Source: an optimization exercise on an open RTL-to-GDS flow (aim: small area, a short achievable clock period and few clock cycles). Production flows keep margins and buffers that such runs may drop. Function was checked by simulation only, so behaviour that the tests miss may differ from the original. The flow treats the clock pin as an ideal source, which a real chip does not have. Power figures rest on the tool's default switching activity, not on a simulated workload.

## exp/yarrow
Design round_robin_thread_scheduler, start of the top module:
module round_robin_thread_scheduler
#(
  parameter int MAX_THREADS = 16
) (
  input  wire logic        clk_i,
  input  wire logic        rst_ni,
  input  wire logic        in_valid_i,
  output logic             in_stall_o,
  input  wire logic [2:0]  mode_i,
  input  wire logic [3:0]  thread_id_i,
  input  wire logic [15:0] sleep_quanta_i,
  output logic             out_valid_o,
  input  wire logic        out_stall_i,
  output logic [1:0]       status_o,
  output logic [31:0]      result_value_o,
  output logic [3:0]       running_thread_o,
  output logic             running_valid_o,
  output logic [31:0]      total_quanta_o
);
  localparam int N = 16;
  logic [N-1:0]  used_q, rdy_q, held_q, slp_q;
  logic [31:0]   ptq_q [N];
  logic [15:0]   dl_q  [N];
  logic [N*N-1:0] ob_q;
  logic [3:0]    cur_q;
  logic          curv_q;
  logic [31:0]   gq_q;
  logic          ov_q;
  logic [1:0]    st_q;
  logic [31:0]   val_q;
  logic          stall_q, qry_q, qv_q;
  logic          sw_q, pop_q, rq_q;
  logic          spawn_q, term_q, blk_q, res_q, slpc_q;
  logic [3:0]    tgt_q;
  assign in_stall_o = stall_q;
  logic accept;
  assign accept = in_valid_i & ~in_stall_o;
  function automatic logic older(input logic [N*N-1:0] m, input int i, input int j);
    older = (i < j) ? m[i*N+j] : ~m[j*N+i];
  endfunction
  logic [N-1:0] head_oh;
  always_comb begin
    for (int i = 0; i < N; i++) begin
      head_oh[i] = rdy_q[i];
      for (int j = 0; j < N; j++)
        if (j != i) head_oh[i] = head_oh[i] & (~rdy_q[j] | older(ob_q, i, j));
    end
  end
  logic [3:0] head;
  always_comb begin
    head = '0;
    for (int i = 0; i < N; i++) if (head_oh[i]) head = head | 4'(i);
  end
  logic qne;
  assign qne = |rdy_q;
  logic [3:0] fid;
  logic       anyfree;
  always_comb begin
    fid = '0;
    for (int i = N-1; i >= 0; i--) if (!used_q[i]) fid = 4'(i);
  end
  assign anyfree = ~&used_q;
  logic [N-1:0] rsel_q, rsel_d;
  logic [31:0]  rdat, rinc;
  always_comb begin
    rdat = '0;
    for (int i = 0; i < N; i++) rdat = rdat | (ptq_q[i] & {32{rsel_q[i]}});
  end
  rrts_sat_inc u_inc (.a_i(rdat), .inc_o(rinc));
  logic [31:0] gq_inc;
  rrts_sat_inc u_ginc (.a_i(gq_q), .inc_o(gq_inc));
  ...
Settings: LEC_CHECK=0, CAP_MARGIN=20, CORE_MARGIN=2, CORE_UTILIZATION=52, PLACE_DENSITY=0.62, SLEW_MARGIN=20, TNS_END_PERCENT=0; clock period 12.0 ns.
standard.sh (not shown) runs the stock make flow with config.mk's settings and CLKGATE_MAP_FILE= SYNTH_SCRIPT=/design/flow/synth_recipe.tcl, a recipe that flattens the netlist after the stock synthesis.
==> flow/flow/run.sh <==
#!/bin/bash
# Standard layout with a tighter setup repair target (the clock stays at the design's period),
# a clock tree of fewer buffers and no dummy loads, port buffers sized up before clock tree
# synthesis, and cells stepped down in size after it wherever the worst slack allows.
cp standard.sh standard_copy.txt
export SETUP_SLACK_MARGIN=${SETUP_SLACK_MARGIN_OVERRIDE:-8.6}
export CTS_ARGS="-sink_clustering_enable -repair_clock_nets -dont_use_dummy_load -sink_clustering_size 22 -sink_clustering_max_diameter 100 -buf_list {sky130_fd_sc_hd__clkbuf_16}"
export PRE_CTS_TCL=$PWD/flow/iobuf.tcl
export POST_CTS_TCL=$PWD/flow/downsize.tcl
bash standard.sh > standard.log 2>&1
Other scripts of this flow, unchanged in this note and not shown: flow/flow/downsize.tcl, flow/flow/iobuf.tcl
Testbench counts of exp/yarrow, summed over its fixed seeds: cycles 49,907.
### exp/yarrow -> exp/sierra
Settings: a change of CORE_UTILIZATION from 52 to 65; a change of PLACE_DENSITY from 0.62 to 0.75.
Results
For cell count after placement, dividing the value from exp/yarrow by the value from exp/sierra gives 1.05.
met1 layer usage reported by global route ended up 7.4 points higher on exp/sierra than on exp/yarrow.
When exp/sierra is measured against exp/yarrow, its worst setup slack turns out 0.011 ns higher.
Min global-route wire length before repair across exp/sierra and exp/yarrow: exp/sierra
What exp/juniper does differently from exp/sierra at the input level:
Settings: PLACE_DENSITY changed from 0.75 to 0.7; CORE_UTILIZATION changed from 65 to 60.
Notes after the runs:
Flip-flop and latch area delta (exp/sierra -> exp/juniper): insignificant
Taking exp/sierra as the reference, in exp/juniper utilization after layout lost 5.2 points; leakage power figure neither gained nor lost much; wire length picked up an extra 2800 um.

what the ideal ports hide:
How much do the figures lean on ideal ports? The routed layouts below were timed once more, with nothing changed but the port constraints. Step 1 (the two cells are an assumption about what drives the block):
set clk [get_ports {clk_i}]
set_driving_cell -lib_cell sky130_fd_sc_hd__clkbuf_16 $clk
set_driving_cell -lib_cell sky130_fd_sc_hd__buf_2 [delete_from_list [all_inputs] $clk]
Step 2 times the ports against the registers' clock, not the clock port: input delays grow and output delays shrink by t, the midpoint of the rising clock arrivals with the driver on. Three values: no drivers, after step 1, after step 2; two values: the first two.
run | shift t [ns] | slack for setup (ns) | worst setup path after step 2
exp/yarrow | 0.712 | 8.199 / 8.199 / 7.503 | input to register
exp/sierra | 0.719 | 8.210 / 8.210 / 7.578 | input to register
exp/juniper | 0.705 | 8.216 / 8.216 / 7.611 | input to register
After both steps setup and hold are still met in every run listed. For exp/yarrow, which loses most, drivers alone change the setup slack by 0.000 ns; drivers and shift together by -0.696 ns.
